Context: an optimization exercise on an open-source flow, tuned for small area. The choices shown serve that exercise and are no tape-out recipe. At most, simulation tests tie the RTL to the original design; equivalence was not proved. Power and IR drop assume default switching activity.

// cluster_centroid_n
module cluster_centroid_n #(
  parameter int IMG_WIDTH    = 640,
  parameter int IMG_HEIGHT   = 480,
  parameter int NUM_CLUSTERS = 3,
  parameter int COLOR_W      = 12,
  parameter int DIST_THRESH  = 64,
  parameter int MIN_COUNT    = 4,
  localparam int XW = $clog2(IMG_WIDTH),
  localparam int YW = $clog2(IMG_HEIGHT),
  localparam int IW = (NUM_CLUSTERS > 1) ? $clog2(NUM_CLUSTERS) : 1
) (
  input  logic                         clk,
  input  logic                         rst,
  input  logic signed [COLOR_W-1:0]    pixel_r,
  input  logic signed [COLOR_W-1:0]    pixel_g,
  input  logic signed [COLOR_W-1:0]    pixel_b,
  input  logic                         pixel_valid,
  input  logic [XW-1:0]                x,
  input  logic [YW-1:0]                y,
  input  logic                         ref_wr_en,
  input  logic [IW-1:0]                ref_wr_idx,
  input  logic signed [COLOR_W-1:0]    ref_wr_r,
  input  logic signed [COLOR_W-1:0]    ref_wr_g,
  input  logic signed [COLOR_W-1:0]    ref_wr_b,
  output logic [NUM_CLUSTERS*XW-1:0]   centroid_x,
  output logic [NUM_CLUSTERS*YW-1:0]   centroid_y,
  output logic [NUM_CLUSTERS-1:0]      found,
  output logic                         frame_done,
  output logic                         busy,
  output logic                         overrun
);
  localparam int CW    = $clog2(IMG_WIDTH * IMG_HEIGHT + 1);
  localparam int SUM_W = $clog2(IMG_WIDTH * IMG_WIDTH * IMG_HEIGHT);
  ...
Size in the first run: roughly 2700 cells after synthesis, ~160 I/O pins, roughly 31000 µm² of cells after synthesis.
export LEC_CHECK = 0
export CAP_MARGIN = 20
export CORE_MARGIN = 2
export CORE_UTILIZATION = 70
export CTS_CLUSTER_DIAMETER = 100
export CTS_CLUSTER_SIZE = 30
export GPL_TIMING_DRIVEN = 0
export SLEW_MARGIN = 20
create_clock -name core_clock -period 8.0 [get_ports {clk}]
standard.sh (not shown) runs the stock make flow with config.mk's settings and CLKGATE_MAP_FILE= SYNTH_SCRIPT=/design/flow/synth_recipe.tcl, a recipe that flattens the netlist after the stock synthesis.
==> flow/flow/run.sh <==
#!/bin/bash
# The standard layout, with the smallest buffer on the input and output ports
# and the synthesis buffers taken out before placement.
set -euo pipefail
export BUFFER_PORTS_ARGS="-buffer_cell sky130_fd_sc_hd__buf_1"
export REMOVE_ABC_BUFFERS=1
bash standard.sh > flow_make.log 2>&1
The first run passed the timing, design-rule and antenna checks.
Then changed:
Settings changed: CORE_UTILIZATION 70 to 60, CTS_CLUSTER_DIAMETER 100 to 80, CTS_CLUSTER_SIZE 30 to 24.
After rerunning: The changed run finished clean. Setup slack is better by 34 ps. Cell area climbs by 1.7%. Register-to-register slack gets better by 50 ps. Die area grows by 16%. First-iteration DRC count decreases by 15%. Sequential power is about the same. Power came out higher by 5.9%. Clock skew stays flat. Routed wire length rose by 2.5%. Maximum frequency increases by 0.43%. Combinational power rose by 5.4%.
Function was not checked in any run of this note: the RTL went through the layout flow alone.

---

cluster_centroid_n, a different RTL version from the one above (not shown whole).
Size: about 2800 cells after synthesis, ~670 flip-flops, about 160 I/O pins, about 0.031 sq mm of cells after synthesis.
export LEC_CHECK = 0
export CAP_MARGIN = 20
export CORE_MARGIN = 2
export CORE_UTILIZATION = 70
export CTS_CLUSTER_DIAMETER = 90
export CTS_CLUSTER_SIZE = 26
export GPL_TIMING_DRIVEN = 0
export SLEW_MARGIN = 20
create_clock -name core_clock -period 8.0 [get_ports {clk}]
==> flow/flow/run.sh <==
#!/bin/bash
# The standard layout, with the smallest buffer on the input and output ports.
set -euo pipefail
export BUFFER_PORTS_ARGS="-buffer_cell sky130_fd_sc_hd__buf_1"
bash standard.sh > flow_make.log 2>&1
The first run went through all stages and came out clean.
Next try:
CORE_UTILIZATION = 60   (was 70)
CTS_CLUSTER_DIAMETER = 60   (was 90)
CTS_CLUSTER_SIZE = 30   (was 26)
PLACE_DENSITY = 0.8   (was unset)
The new run produced a clean layout.
Via count stays flat.
Final cell count increases by a few percent.
Count of clock-buffer cells in the layout rises by 9.
Clock power is higher by well over a third.
Register-to-register slack gains 0.07 ns.
Next try:
==> flow/flow/run.sh (replaced) <==
#!/bin/bash
# The standard layout, with the smallest buffer on the input and output ports
# and the synthesis buffers taken out before placement.
set -euo pipefail
export BUFFER_PORTS_ARGS="-buffer_cell sky130_fd_sc_hd__buf_1"
export REMOVE_ABC_BUFFERS=1
bash standard.sh > flow_make.log 2>&1
CTS_CLUSTER_DIAMETER = 90   (was 60)
CTS_CLUSTER_SIZE = 26   (was 30)
PLACE_DENSITY = unset   (was 0.8)
What happened: The changed run finished clean; design area goes down by 0.86%; first-iteration DRC count decreases by 34%; fmax is lower by 0.70%; synthesized area is unchanged; power came out lower by 6.7%; utilization fell by 0.57 points; register-to-register slack gains 0.05 ns; worst setup slack got worse by 0.055 ns; clock-buffer cell count came out lower by 7; final cell count falls by 2.3%; global-route usage decreases by 3.1 points.
Next try:
==> flow/flow/run.sh (replaced) <==
#!/bin/bash
# The standard layout, with the smallest buffer on the input and output ports.
set -euo pipefail
export BUFFER_PORTS_ARGS="-buffer_cell sky130_fd_sc_hd__buf_1"
bash standard.sh > flow_make.log 2>&1
Effect:
- cell area is lower by 0.68%
- die area stays the same
- sequential share of layout area rises by 0.29 points
- wire length grows by 14%
- worst setup slack improves by 0.032 ns
- synthesized area is unchanged

---

cluster_centroid_n again, from the RTL that the note above started with.
clock: 8.0 ns
lec_check: 0
cap_margin: 20
core_margin: 2
core_utilization: 60
cts_cluster_diameter: 90
cts_cluster_size: 26
gpl_timing_driven: 0
place_density: 0.8
slew_margin: 20
==> flow/flow/run.sh <==
#!/bin/bash
# The standard layout, with the smallest buffer on the input and output ports.
set -euo pipefail
export BUFFER_PORTS_ARGS="-buffer_cell sky130_fd_sc_hd__buf_1"
bash standard.sh > flow_make.log 2>&1
Rerun with:
- CTS_CLUSTER_DIAMETER: 90 -> 50
- CTS_CLUSTER_SIZE: 26 -> 36
- cell count grows slightly
- power rises by roughly a tenth
- worst setup slack loses 0.025 ns
- hold slack is better by 0.048 ns
- utilization went up by 1.9 points
- die area is unchanged
- via count rises slightly
- wire length is higher slightly
- cell area rises by a few percent
- combinational power barely changes
Rerun with:
- CORE_UTILIZATION: 60 -> 50
- CTS_CLUSTER_DIAMETER: 50 -> 90
- CTS_CLUSTER_SIZE: 36 -> 26
- PLACE_DENSITY: 0.8 -> unset
Cell area goes down by a few percent.
Area after synthesis is unchanged.
Sequential share of layout area goes up by 1.0 points.
Hold slack gets worse by 0.11 ns.
Clock skew goes down by 0.023 ns.
Worst setup slack gets better by 0.013 ns.
Via count goes down by a few percent.
Clock power goes down by a quarter to a third.
Rerun with:
==> flow/flow/run.sh (replaced) <==
#!/bin/bash
# The standard layout, with the smallest buffer on the input and output ports
# and the synthesis buffers taken out before placement.
set -euo pipefail
export BUFFER_PORTS_ARGS="-buffer_cell sky130_fd_sc_hd__buf_1"
export REMOVE_ABC_BUFFERS=1
bash standard.sh > flow_make.log 2>&1
- CORE_UTILIZATION: 50 -> 60
- PLACE_DENSITY: unset -> 0.8
Result:
- The new run completed with no timing, DRC or antenna violations
- cell area falls by 0.48%
- setup slack got worse by 0.0080 ns
- clock power decreases by about 3%

---

== job 667 ==
Another version of the RTL of cluster_centroid_n (not shown whole).
Size in the first run: about 2900 cells after synthesis.
==> flow/config.mk <==
export PLATFORM = sky130hd
export DESIGN_NAME = cluster_centroid_n
export DESIGN_NICKNAME = cluster_centroid_n
export VERILOG_FILES = /design/flow/design.v
export SDC_FILE = /design/flow/constraint.sdc
export NUM_CORES = 4
export LEC_CHECK = 0
export CAP_MARGIN = 20
export CORE_MARGIN = 2
export CORE_UTILIZATION = 70
export CTS_CLUSTER_DIAMETER = 90
export CTS_CLUSTER_SIZE = 26
export GPL_TIMING_DRIVEN = 0
export SLEW_MARGIN = 20
==> flow/constraint.sdc <==
create_clock -name core_clock -period 8.0 [get_ports {clk}]
set_input_delay 1.6000 -clock core_clock [delete_from_list [all_inputs] [get_ports {clk}]]
set_output_delay 1.6000 -clock core_clock [all_outputs]
set_load 0.01 [all_outputs]
==> flow/flow/run.sh <==
#!/bin/bash
# The standard synthesis; then two rewrites of the gate netlist that keep
# its function and its registers: each 2:1 multiplexer cell becomes the
# smaller AND-OR cell of the same function (muxopt.py), and each full adder is
# set in the polarity that needs the fewest inverters (polopt.py); then the standard flow's
# standard layout, with the smallest buffer on the ports.
# Every tool writes its full output to a log file in this folder.
set -euo pipefail
export BUFFER_PORTS_ARGS="-buffer_cell sky130_fd_sc_hd__buf_1"
export RECOVER_POWER=100
R="$PWD/orfs/results/${FLOW_PLATFORM}/cluster_centroid_n/base"
bash standard.sh "$R/1_2_yosys.v" > flow_synth.log 2>&1
cp "$R/1_2_yosys.v" "$R/1_2_yosys.std.v"
python3 flow/muxopt.py "$R/1_2_yosys.std.v" "$R/1_2_yosys.mux.v" > flow_muxopt.log 2>&1
python3 flow/polopt.py "$R/1_2_yosys.mux.v" "$R/1_2_yosys.pol.v" > flow_polopt.log 2>&1
mv "$R/1_2_yosys.pol.v" "$R/1_2_yosys.v"
bash standard.sh > flow_make.log 2>&1
Other scripts of this flow, unchanged in this note and not shown: flow/flow/muxopt.py, flow/flow/polopt.py
Job 667 completed; timing, DRC and antenna clean
diff inputs: job 667 => job 8869
Settings: CORE_UTILIZATION now 60, was 70; SETUP_SLACK_MARGIN now 0.05, previously not set; PLACE_DENSITY now 0.8, previously not set.
[summary]
The lower post-CTS setup-driven buffer insertion count of job 667 and job 8869 is in job 667.
Comparing job 667 and job 8869, final non-filler cell area is lower on job 667.
Compared to job 667, job 8869 has via density per instance about 4.6% lower.
#### Input delta (job 9130 over job 8869)
Settings: changing CORE_UTILIZATION from 60 to 70; removing SETUP_SLACK_MARGIN (formerly 0.05); changing GPL_TIMING_DRIVEN from 0 to 1; removing PLACE_DENSITY (formerly 0.8).
-- flow/flow/run.sh --
<<< job 8869, line 5
# set in the polarity that needs the fewest inverters (polopt.py); then the standard flow's
# standard layout, with the smallest buffer on the ports.
# Every tool writes its full output to a log file in this folder.
>>> job 9130, line 5
# set in the polarity that needs the fewest inverters (polopt.py); then the standard flow's
# standard layout, with the smallest buffer on the ports and power recovery
# (downsizing gates off the critical paths) after global routing.
# Every tool writes its full output to a log file in this folder.
Notes after the runs:
Status | job 9130 and job 8869 | clean except job 9130. Between job 9130 and job 8869, the number of ordinary inverters in the final layout figures differ only marginally. Area growth from synthesis to layout: job 9130 < job 8869. From job 9130 to job 8869, multi-input combinational cell count did not move at all. Job 8869 was larger in final cell area than job 9130. Looking at time the final worst path needs with I/O delays and setup, job 9130 sits 0.022 ns below job 8869. Compared with job 8869, job 9130 shows a clock-buffer cell count that is 6.5% lower. The lower clock skew came out of job 9130.
#### Input delta (job 8515 over job 9130)
Settings: swapping 70 for 80 in CORE_UTILIZATION; swapping 1 for 0 in GPL_TIMING_DRIVEN.
==> summary.txt <==
On total number of vias, job 8515 does worse than job 9130. Although job 9130 finished all stages, its layout failed final checks on max-capacitance violations, max-slew violations. The final layout from job 8515, which completed every stage, passed the timing, design-rule and antenna checks at the end of the flow. Compared job 8515 vs job 9130, and fraction of met1 tracks used by global routing is up in job 8515. In the tables for job 9130 and job 8515, worst supply voltage drop on vdd reads higher with job 8515. The layout-stage area growth over the synthesis result of job 8515 exceeds that of job 9130 by 0.74 points. Relative to job 9130, the final design area excluding fillers measured on job 8515 has increased slightly. Comparing job 9130 and job 8515, the higher die area is on job 9130. Job 8515: number of nets in the layout 54 above job 9130. On layout buffer count excluding clock buffers: between job 9130 and job 8515, it ends up lower for job 9130.
Changes in job 2816 relative to job 8515:
Settings: CORE_UTILIZATION now 60, was 80.
-- flow/flow/run.sh --
<<< job 8515, line 5
# set in the polarity that needs the fewest inverters (polopt.py); then the standard flow's
# standard layout, with the smallest buffer on the ports and power recovery
# (downsizing gates off the critical paths) after global routing.
# Every tool writes its full output to a log file in this folder.
>>> job 2816, line 5
# set in the polarity that needs the fewest inverters (polopt.py); then the standard flow's
# standard layout, with the smallest buffer on the ports.
# Every tool writes its full output to a log file in this folder.
<<< job 8515, line 10
export BUFFER_PORTS_ARGS="-buffer_cell sky130_fd_sc_hd__buf_1"
export RECOVER_POWER=100
R="$PWD/orfs/results/${FLOW_PLATFORM}/cluster_centroid_n/base"
>>> job 2816, line 9
export BUFFER_PORTS_ARGS="-buffer_cell sky130_fd_sc_hd__buf_1"
R="$PWD/orfs/results/${FLOW_PLATFORM}/cluster_centroid_n/base"
[summary]
Non-clock buffer count, job 2816 vs job 8515: up slightly. From job 8515 to job 2816 the numbers moved as follows: largest fanout of any net on the critical path increased 5, share of total power in combinational logic decreased 1.8 points. Inserted tap cell count (job 2816 / job 8515): 1.4. Looking at area of all placed cells without fillers, job 2816 sits about 0.75% above job 8515. Delta(wire length, job 2816 - job 8515) < 0. Diff job 8515 -> job 2816 | global-route usage | decrease of 13 points. Job 2816 packs its core more loosely than job 8515. The final reports for job 2816 and job 8515 show power in combinational cells lower in the former.

-- separate check: timing with driven ports --
No port has a modelled driver above. Below, the same layouts with a new extraction and two added sets of constraints. Step 1: set_driving_cell puts a clkbuf_16 on clk and a buf_2 on each other input, an assumption about the parent block. Step 2 moves the port delays by t, midway between the first and last clock arrival at a register: inputs arrive t later, outputs are due t later. That takes back most of the time a late clock gives input paths. a / b / c = no drivers / after step 1 / after step 2; a / b = the first two.
run | t (ns) | slack for setup (ns) | hold slack, ns
the first run of note 1 | 0.673 | 0.160 / 0.194 / -0.480 | 0.366 / 0.366 / 0.366
the second run of note 1 | 0.629 | 0.194 / 0.229 / -0.401 | 0.349 / 0.349 / 0.349
the first run of note 2 | 0.677 | 0.246 / 0.246 / -0.369 | 0.329 / 0.329 / 0.329
the second run of note 2 | 0.674 | 0.293 / 0.320 / -0.346 | 0.429 / 0.429 / 0.429
the third run of note 2 | 0.625 | 0.239 / 0.274 / -0.351 | 0.370 / 0.370 / 0.370
the fourth run of note 2 | 0.638 | 0.271 / 0.304 / -0.334 | 0.359 / 0.359 / 0.359
the first run of note 3 | 0.672 | 0.293 / 0.323 / -0.349 | 0.398 / 0.398 / 0.398
the second run of note 3 | 0.689 | 0.268 / 0.304 / -0.385 | 0.446 / 0.446 / 0.446
the third run of note 3 | 0.683 | 0.281 / 0.281 / -0.350 | 0.335 / 0.335 / 0.335
the fourth run of note 3 | 0.681 | 0.273 / 0.291 / -0.378 | 0.335 / 0.335 / 0.335
job 667 | 0.681 | 0.232 / 0.232 / -0.417 | 0.339 / 0.339 / 0.339
job 8869 | 0.689 | 0.247 / 0.247 / -0.384 | 0.351 / 0.351 / 0.351
job 9130 | 0.655 | 0.268 / 0.268 / -0.301 | 0.335 / 0.335 / 0.335
job 8515 | 0.652 | 0.189 / 0.198 / -0.449 | 0.347 / 0.347 / 0.347
job 2816 | 0.691 | 0.204 / 0.237 / -0.453 | 0.374 / 0.374 / 0.374
The setup slack of job 2816, which loses most, moves by +0.033 ns with the drivers and by -0.657 ns with both steps.
